Source: an optimization exercise on an open RTL-to-GDS flow (aim: small area, a short achievable clock period and few clock cycles per item). Production flows keep margins and buffers that such runs may drop. In this exercise RTL edits were held to simulation tests only and were not proved equivalent to the original.

==> flow/design.v (excerpt) <==
module mult_div_unit #(
  parameter int MUL_LAT = md_pkg::MUL_LAT_DEF
) (
  input  logic        clk,
  input  logic        rst_n,
  input  logic        start,
  input  logic        hilo,
  input  logic        we,
  input  logic [1:0]  op,
  input  logic        madd,
  input  logic [31:0] src_a,
  input  logic [31:0] src_b,
  output logic        busy,
  output logic [31:0] hi,
  output logic [31:0] lo,
  output logic [31:0] rd_data
);
Settings: LEC_CHECK=0, ABC_AREA=1, CAP_MARGIN=20, CORE_MARGIN=2, CORE_UTILIZATION=40, SETUP_SLACK_MARGIN=4.0, SLEW_MARGIN=20; clock period 13.0 ns.
standard.sh (not shown) runs the stock make flow with config.mk's settings and CLKGATE_MAP_FILE= SYNTH_SCRIPT=/design/flow/synth_recipe.tcl, a recipe that flattens the netlist after the stock synthesis.
==> flow/flow/run.sh <==
#!/bin/bash
# The standard layout with two changes that leave the design and its registers alone:
# - the ports are buffered by buf_2 cells instead of the delay buffers buffer_ports
#   picks by default;
# - Yosys's synth skips its quick abc pass (-noabc), so that extract_fa sees the adder
#   trees as written instead of re-mapped with arbitrary polarities (fewer inverters
#   between the full adders).  The final ABC mapping is the standard one.
set -e
export BUFFER_PORTS_ARGS="-buffer_cell sky130_fd_sc_hd__buf_2"
export SYNTH_ARGS="-noabc"
bash standard.sh > standard.log 2>&1
Testbench counts at the start, summed over its fixed seeds: cycles 4,322, ops 1,920.
Next try:
==> flow/flow/run.sh (replaced) <==
#!/bin/bash
# The standard layout, with the ports buffered by buf_2 cells instead of the delay
# buffers buffer_ports picks by default.  Everything else is the standard flow.
set -e
export BUFFER_PORTS_ARGS="-buffer_cell sky130_fd_sc_hd__buf_2"
bash standard.sh > standard.log 2>&1
Settings changed: SETUP_SLACK_MARGIN 4.0 to 4.5.
After rerunning: The changed run passed the timing, design-rule and antenna checks. Die area is higher by 2.7%. Design area rose by 9.7%. Routed wire length climbs by 4.4%. Via count grows by 2.7%. Hold slack is worse by 0.0045 ns. Setup slack gains 0.31 ns. Critical path depth shrinks by 2. Global-route usage came out higher by 0.53 points. Core utilization grows by 2.8 points.
Next try:
Settings changed: ABC_AREA 1 to default, SETUP_SLACK_MARGIN 4.5 to 3.5.
Outcome:
- area after synthesis increases by 0.69%
- fmax decreases by 8.5%
- wire length decreases by 6.2%
- utilization decreases by 3.4 points
- first-iteration DRC count decreases by 3.3%
- non-clock buffer count decreases by 88
- setup slack degrades by 0.79 ns
Next try:
==> flow/flow/run.sh (replaced) <==
#!/bin/bash
# The standard layout with two changes that leave the design and its registers alone:
# - the ports are buffered by buf_2 cells instead of the delay buffers buffer_ports
#   picks by default;
# - Yosys's synth skips its quick abc pass (-noabc), so that extract_fa sees the adder
#   trees as written instead of re-mapped with arbitrary polarities (fewer inverters
#   between the full adders).  The final ABC mapping is the standard one.
set -e
export BUFFER_PORTS_ARGS="-buffer_cell sky130_fd_sc_hd__buf_2"
export SYNTH_ARGS="-noabc"
bash standard.sh > standard.log 2>&1
Settings changed: ABC_AREA from default to 1, SETUP_SLACK_MARGIN 3.5 to 4.5.
Synthesized cell count is higher by about 12%.
Sequential share of layout area is lower by 0.34 points.
Worst setup slack is better by 0.88 ns.
Next try:
==> flow/flow/run.sh (replaced) <==
#!/bin/bash
# The standard layout, with the ports buffered by buf_2 cells instead of the delay
# buffers buffer_ports picks by default.  Everything else is the standard flow.
set -e
export BUFFER_PORTS_ARGS="-buffer_cell sky130_fd_sc_hd__buf_2"
bash standard.sh > standard.log 2>&1
Settings changed: SETUP_SLACK_MARGIN 4.5 to 5.
Effect:
- The new run finished clean
- setup slack degrades by 0.22 ns
- core utilization went up by 2.5 points
- routed wire length increases by 3.9%
- global-route usage rises by 0.21 points
Next try:
==> flow/flow/run.sh (replaced) <==
#!/bin/bash
# The standard layout with two changes that leave the design and its registers alone:
# - the ports are buffered by buf_2 cells instead of the delay buffers buffer_ports
#   picks by default;
# - Yosys's synth skips its quick abc pass (-noabc), so that extract_fa sees the adder
#   trees as written instead of re-mapped with arbitrary polarities (fewer inverters
#   between the full adders).  The final ABC mapping is the standard one.
set -e
export BUFFER_PORTS_ARGS="-buffer_cell sky130_fd_sc_hd__buf_2"
export SYNTH_ARGS="-noabc"
bash standard.sh > standard.log 2>&1
Settings changed: SETUP_SLACK_MARGIN 5 to 4.5, TNS_END_PERCENT from default to 30.
What happened:
- The changed run completed without violations
- cell count drops by 5.7%
- count of clock-buffer cells in the layout climbs by 4
- setup slack is better by 0.18 ns

---

The RTL this note starts from:
==> flow/design.v <==
package md_pkg;
  localparam logic [1:0] OP_DIV   = 2'b11;
  localparam logic [1:0] OP_DIVU  = 2'b10;
  localparam logic [1:0] OP_MULT  = 2'b01;
  localparam logic [1:0] OP_MULTU = 2'b00;
  localparam int MUL_LAT_DEF = 5;
  typedef enum logic [1:0] {
    ST_IDLE  = 2'd0,
    ST_MUL   = 2'd1,
    ST_DIV   = 2'd2
  } md_state_e;
endpackage
module div_iter (
  input  logic [31:0] rem_in,
  input  logic [31:0] quo_in,
  input  logic [31:0] divisor,
  output logic [31:0] rem_out,
  output logic [31:0] quo_out
);
  logic [32:0] p1, d1, p2, d2;
  logic [31:0] r1;
  logic        q1, q2;
  always_comb begin
    p1 = {rem_in, quo_in[31]};
    d1 = p1 - {1'b0, divisor};
    q1 = !d1[32];
    r1 = q1 ? d1[31:0] : p1[31:0];
    p2 = {r1, quo_in[30]};
    d2 = p2 - {1'b0, divisor};
    q2 = !d2[32];
    rem_out = q2 ? d2[31:0] : p2[31:0];
    quo_out = {quo_in[29:0], q1, q2};
  end
endmodule
module mult_div_unit #(
  parameter int MUL_LAT = md_pkg::MUL_LAT_DEF
) (
  input  logic        clk,
  input  logic        rst_n,
  input  logic        start,
  input  logic        hilo,
  input  logic        we,
  input  logic [1:0]  op,
  input  logic        madd,
  input  logic [31:0] src_a,
  input  logic [31:0] src_b,
  output logic        busy,
  output logic [31:0] hi,
  output logic [31:0] lo,
  output logic [31:0] rd_data
);
  localparam int W = 52;    
  md_pkg::md_state_e state_q, state_d;
  logic [31:0] hi_q, hi_d, lo_q, lo_d;
  logic [31:0] a_q, a_d;         
  logic [35:0] u_q, u_d;         
  logic [3:0]  cnt_q, cnt_d;
  logic        sgn_q, sgn_d;
  logic        madd_q, madd_d;
  logic        corr_q, corr_d;
  logic        pb_q, pb_d;
  logic        qneg_q, qneg_d;
  logic        rneg_q, rneg_d;
  function automatic logic [5:0] clz32(input logic [31:0] x);
    logic [15:0] z1;  logic [15:0] c1;         
    logic [7:0]  z2;  logic [15:0] c2;         
    logic [3:0]  z3;  logic [11:0] c3;         
    logic [1:0]  z4;  logic [7:0]  c4;         
    for (int g = 0; g < 16; g++) begin
      z1[g] = ~(x[2*g+1] | x[2*g]);
      c1[g] = ~x[2*g+1];
    end
    for (int g = 0; g < 8; g++) begin
      z2[g] = z1[2*g+1] & z1[2*g];
      c2[2*g +: 2] = z1[2*g+1] ? {1'b1, c1[2*g]} : {1'b0, c1[2*g+1]};
    end
    for (int g = 0; g < 4; g++) begin
      z3[g] = z2[2*g+1] & z2[2*g];
      c3[3*g +: 3] = z2[2*g+1] ? {1'b1, c2[4*g +: 2]} : {1'b0, c2[4*g+2 +: 2]};
    end
    for (int g = 0; g < 2; g++) begin
      z4[g] = z3[2*g+1] & z3[2*g];
      c4[4*g +: 4] = z3[2*g+1] ? {1'b1, c3[6*g +: 3]} : {1'b0, c3[6*g+3 +: 3]};
    end
    clz32 = (z4[1] & z4[0]) ? 6'd32 :
            z4[1] ? {2'b01, c4[3:0]} : {2'b00, c4[7:4]};
  endfunction
  localparam logic [W-1:0] MK = W'(-(64'd1 << 35) - (64'd1 << 33) - (64'd1 << 35) - (64'd1 << 37)
                                   - (64'd1 << 39) - (64'd1 << 41) - (64'd1 << 43) - (64'd1 << 45)
                                   - (64'd1 << 47));
  logic [32:0]  a_ext;
  logic [16:0]  bx;
  logic [W-1:0] pp [8];
  logic [7:0]   bneg;
  logic [15:0]  chh, corrh;
  logic [16:0]  cadd;
  logic [W-1:0] opu, opi;
  logic [W-1:0] l1s [4], l1c [4];
  logic [W-1:0] l2s [2], l2c [2];
  logic [W-1:0] l3s [2], l3c [2];
  logic [W-1:0] l4s, l4c, l5s, l5c;
  logic [W-1:0] vsum;
  function automatic logic [2*W-1:0] csa(input logic [W-1:0] x, input logic [W-1:0] y,
                                         input logic [W-1:0] z);
    csa = {((x & y) | (x & z) | (y & z)) << 1, x ^ y ^ z};
  endfunction
  logic idle;
  assign idle  = (state_q == md_pkg::ST_IDLE);
  assign a_ext = idle ? {op[0] & src_a[31], src_a} : {sgn_q & a_q[31], a_q};
  assign bx    = idle ? {src_b[15:0], 1'b0} : {lo_q[15:0], pb_q};
  always_comb begin
    for (int j = 0; j < 8; j++) begin
      logic x2, x1, x0, one, two;
      logic [33:0] mag, r;
      x2 = bx[2*j+2];
      x1 = bx[2*j+1];
      x0 = bx[2*j];
      bneg[j] = x2 & ~(x1 & x0);
      one     = x1 ^ x0;
      two     = (x2 & ~x1 & ~x0) | (~x2 & x1 & x0);
      mag     = one ? {a_ext[32], a_ext} : two ? {a_ext, 1'b0} : '0;
      r       = mag ^ {34{bneg[j]}};
      pp[j]   = W'({~r[33], r[32:0]}) << (2*j);
      if (j > 0) pp[j] = pp[j] | (W'(bneg[j-1]) << (2*j-2));
    end
  end
  assign chh   = idle ? (madd ? hi_q[15:0] : 16'd0) : (madd_q ? hi_q[31:16] : 16'd0);
  assign corrh = idle ? ((!op[0] && src_b[31]) ? src_a[15:0] : 16'd0)
                      : (corr_q ? a_q[31:16] : 16'd0);
  assign cadd  = {1'b0, chh} + {1'b0, corrh};
  assign opu = idle ? W'({1'b1, 3'd0, madd ? lo_q : 32'd0}) : W'({~u_q[35], u_q[34:0]});
  assign opi = (W'(cadd) << 32) | (W'(bneg[7]) << 14);
  assign {l1c[0], l1s[0]} = csa(opu,   pp[0], pp[1]);
  assign {l1c[1], l1s[1]} = csa(pp[2], pp[3], pp[4]);
  assign {l1c[2], l1s[2]} = csa(pp[5], pp[6], pp[7]);
  assign {l1c[3], l1s[3]} = csa(opi,   MK,    '0);
  assign {l2c[0], l2s[0]} = csa(l1s[0], l1c[0], l1s[1]);
  assign {l2c[1], l2s[1]} = csa(l1c[1], l1s[2], l1c[2]);
  assign {l3c[0], l3s[0]} = csa(l2s[0], l2c[0], l2s[1]);
  assign {l3c[1], l3s[1]} = csa(l2c[1], l1s[3], l1c[3]);
  assign {l4c, l4s}       = csa(l3s[0], l3c[0], l3s[1]);
  assign {l5c, l5s}       = csa(l4s, l4c, l3c[1]);
  assign vsum = l5s + l5c;
  logic [31:0] ma, mb;
  logic [5:0]  za, zb;
  logic [6:0]  nq, nq2;
  logic [4:0]  ksh;
  logic [63:0] nsh;
  logic [31:0] dv_rem, dv_quo;
  assign ma  = (op[0] && src_a[31]) ? -src_a : src_a;
  assign mb  = (op[0] && src_b[31]) ? -src_b : src_b;
  assign za  = clz32(ma);
  assign zb  = clz32(mb);
  assign nq  = 7'(zb) - 7'(za) + 7'd1;           
  assign nq2 = nq + 7'(nq[0]);                   
  assign ksh = 5'(7'd32 - nq2);
  assign nsh = {32'd0, ma} << ksh;
  div_iter u_div_iter (
    .rem_in  (u_q[31:0]),
    .quo_in  (lo_q),
    .divisor (a_q),
    .rem_out (dv_rem),
    .quo_out (dv_quo)
  );
  always_comb begin
    state_d = state_q;
    hi_d    = hi_q;
    lo_d    = lo_q;
    a_d     = a_q;
    u_d     = u_q;
    cnt_d   = cnt_q;
    sgn_d   = sgn_q;
    madd_d  = madd_q;
    corr_d  = corr_q;
    pb_d    = pb_q;
    qneg_d  = qneg_q;
    rneg_d  = rneg_q;
    case (state_q)
      md_pkg::ST_IDLE: begin
        if (start) begin
          sgn_d = op[0];
          if (!op[1]) begin
            state_d = md_pkg::ST_MUL;
            a_d     = src_a;
            u_d     = vsum[W-1:16];
            lo_d    = {vsum[15:0], src_b[31:16]};
            madd_d  = madd;
            corr_d  = !op[0] && src_b[31];
            pb_d    = src_b[15];
          end else if (src_b != 32'd0) begin
            if (nq[6] || nq == 7'd0) begin
              hi_d    = src_a;
              lo_d    = 32'd0;
            end else begin
              state_d = md_pkg::ST_DIV;
              a_d     = mb;
              u_d     = {4'd0, nsh[63:32]};
              lo_d    = nsh[31:0];
              cnt_d   = 4'(nq2[5:1] - 5'd1);
              qneg_d  = op[0] && (src_a[31] ^ src_b[31]);
              rneg_d  = op[0] && src_a[31];
            end
          end
        end else if (we) begin
          if (hilo) lo_d = src_a;
          else      hi_d = src_a;
        end
      end
      md_pkg::ST_MUL: begin
        hi_d    = vsum[47:16];
        lo_d    = {vsum[15:0], lo_q[31:16]};
        state_d = md_pkg::ST_IDLE;
      end
      md_pkg::ST_DIV: begin
        u_d   = {4'd0, dv_rem};
        lo_d  = dv_quo;
        cnt_d = cnt_q - 4'd1;
        if (cnt_q == 4'd0) begin
          hi_d    = rneg_q ? -dv_rem : dv_rem;
          lo_d    = qneg_q ? -dv_quo : dv_quo;
          state_d = md_pkg::ST_IDLE;
        end
      end
      default: state_d = md_pkg::ST_IDLE;
    endcase
  end
  always_ff @(posedge clk or negedge rst_n) begin
    if (!rst_n) begin
      state_q <= md_pkg::ST_IDLE;
      hi_q    <= 32'd0;
      lo_q    <= 32'd0;
    end else begin
      state_q <= state_d;
      hi_q    <= hi_d;
      lo_q    <= lo_d;
    end
  end
  always_ff @(posedge clk) begin
    a_q    <= a_d;
    u_q    <= u_d;
    cnt_q  <= cnt_d;
    sgn_q  <= sgn_d;
    madd_q <= madd_d;
    corr_q <= corr_d;
    pb_q   <= pb_d;
    qneg_q <= qneg_d;
    rneg_q <= rneg_d;
  end
  assign busy    = (state_q != md_pkg::ST_IDLE);
  assign hi      = hi_q;
  assign lo      = lo_q;
  assign rd_data = hilo ? lo_q : hi_q;
endmodule
export LEC_CHECK = 0
export CAP_MARGIN = 20
export CORE_MARGIN = 2
export CORE_UTILIZATION = 40
export SETUP_SLACK_MARGIN = 2.5
export SLEW_MARGIN = 20
create_clock -name core_clock -period 13.0 [get_ports {clk}]
run.sh (not shown) runs the stock make flow with config.mk's settings and CLKGATE_MAP_FILE= SYNTH_SCRIPT=/design/flow/synth_recipe.tcl, a recipe that flattens the netlist after the stock synthesis.
Stock flow here: none of the scripts above is used.
Testbench counts at the start, summed over its fixed seeds: cycles 4,286, ops 1,920.
Edit:
SETUP_SLACK_MARGIN = 3.5   (was 2.5)
Effect:
- sequential cell count does not change
- fmax increases by a little under a tenth
- final area increases by a few percent
- non-clock buffer count increases by 133
- core utilization increases by 3.2 points
- global-route usage increases by 2.9 points

---

v6:
Another version of the RTL of mult_div_unit (not shown whole).
Size: roughly 4300 cells after synthesis, ~150 flip-flops, roughly 170 I/O pins, about 34000 um^2 of cells after synthesis.
// mult_div_unit
module mult_div_unit #(
  parameter int MUL_LAT = md_pkg::MUL_LAT_DEF
) (
  input  logic        clk,
  input  logic        rst_n,
  input  logic        start,
  input  logic        hilo,
  input  logic        we,
  input  logic [1:0]  op,
  input  logic        madd,
  input  logic [31:0] src_a,
  input  logic [31:0] src_b,
  output logic        busy,
  output logic [31:0] hi,
  output logic [31:0] lo,
  output logic [31:0] rd_data
);
  localparam int W = 52;    
  md_pkg::md_state_e state_q, state_d;
  logic [31:0] hi_q, hi_d, lo_q, lo_d;
  logic [31:0] a_q, a_d;         
  logic [35:0] u_q, u_d;         
  logic [3:0]  cnt_q, cnt_d;
  logic        sgn_q, sgn_d;
  logic        madd_q, madd_d;
  logic        corr_q, corr_d;
  logic        pb_q, pb_d;
  logic        qneg_q, qneg_d;
  logic        rneg_q, rneg_d;
  logic        dcin_q, dcin_d;
  function automatic logic [5:0] clz32(input logic [31:0] x);
    logic [15:0] z1;  logic [15:0] c1;         
    logic [7:0]  z2;  logic [15:0] c2;         
    logic [3:0]  z3;  logic [11:0] c3;         
    logic [1:0]  z4;  logic [7:0]  c4;         
  ...
Settings: LEC_CHECK=0, CAP_MARGIN=20, CORE_MARGIN=2, CORE_UTILIZATION=40, SETUP_SLACK_MARGIN=3.5, SLEW_MARGIN=20; clock period 13.0 ns.
standard.sh (not shown) runs the stock make flow with config.mk's settings and CLKGATE_MAP_FILE= SYNTH_SCRIPT=/design/flow/synth_recipe.tcl, a recipe that flattens the netlist after the stock synthesis.
==> flow/flow/run.sh <==
#!/bin/bash
# The standard layout, with the ports buffered by buf_2 cells instead of the delay
# buffers buffer_ports picks by default.  Everything else is the standard flow.
set -e
export BUFFER_PORTS_ARGS="-buffer_cell sky130_fd_sc_hd__buf_2"
bash standard.sh > standard.log 2>&1
Testbench counts of v6, summed over its fixed seeds: cycles 4,322, ops 1,920.
diff inputs: v6 => v7
==> flow/run.sh (new file) <==
#!/bin/bash
# synth_recipe.tcl (not shown) runs the flow's synth.tcl, then flattens the netlist and writes it again
# the make line also repeats each setting of config.mk as NAME=value (left out here)
make -C /OpenROAD-flow-scripts/flow DESIGN_CONFIG=/design/flow/config.mk WORK_HOME=/design/flow/orfs CLKGATE_MAP_FILE= SYNTH_SCRIPT=/design/flow/synth_recipe.tcl finish
removed: flow/flow/run.sh
removed: flow/standard.sh
Notes after the runs:
- Multi-input gate area in the final layout: lower on v6
- In terms of number of combinational gates with multiple inputs, v6 and v7 differ only marginally.
- v7 vs v6 on cell count: v7 is the higher one.
- src_b[0] as the origin of the worst setup path was reported by v6, and src_b[3] by v7.
- [v7 vs v6] post-layout minimum cycle time: lower in v7
- Number of gates resized after cts: v7 > v6
- Detailed-route wire length per cell for v7: 1.4% up relative to v6
- The clock edge transition at the registers on the reported setup and hold paths on v6 is in line with that on v7.
- v6 vs v7, end of the critical path: hi_q[31] vs u_q[18]
- v7 vs v6 — HPWL reported at the end of detailed placement climbed slightly
- Looking at number of setup buffers added after CTS, v7 sits above v6.
- On area of all placed cells without fillers, v6 beats v7.

[port drivers added, routing unchanged]
No port has a modelled driver above. Below, the same layouts with a new extraction and two added sets of constraints. Step 1 assumes that a clkbuf_16 drives the clock port and a buf_2 every other input. Step 2 times the ports against the registers' clock, not the clock port: input delays grow and output delays shrink by t, the midpoint of the rising clock arrivals with the driver on. a / b / c = no drivers / after step 1 / after step 2; a / b = the first two.
run	t, ns	setup slack, ns	worst setup path after step 2
the first run of note 1	0.536	4.124 / 4.155 / 3.619	input to register
the second run of note 1	0.589	4.429 / 4.462 / 3.873	input to register
the third run of note 1	0.556	3.635 / 3.663 / 3.107	input to register
the fourth run of note 1	0.527	4.518 / 4.541 / 4.014	input to register
the fifth run of note 1	0.581	4.299 / 4.334 / 3.752	input to register
the sixth run of note 1	0.534	4.478 / 4.510 / 3.975	input to register
the first run of note 2	0.545	2.672 / 2.726 / 2.181	input to register
the second run of note 2	0.529	3.500 / 3.545 / 3.016	input to register
v6	0.548	3.566 / 3.611 / 3.062	input to register
v7	0.540	3.679 / 3.725 / 3.184	input to register
After both steps every run listed still meets setup and hold. The setup slack of the second run of note 1, which loses most, moves by +0.033 ns with the drivers and by -0.556 ns with both steps.
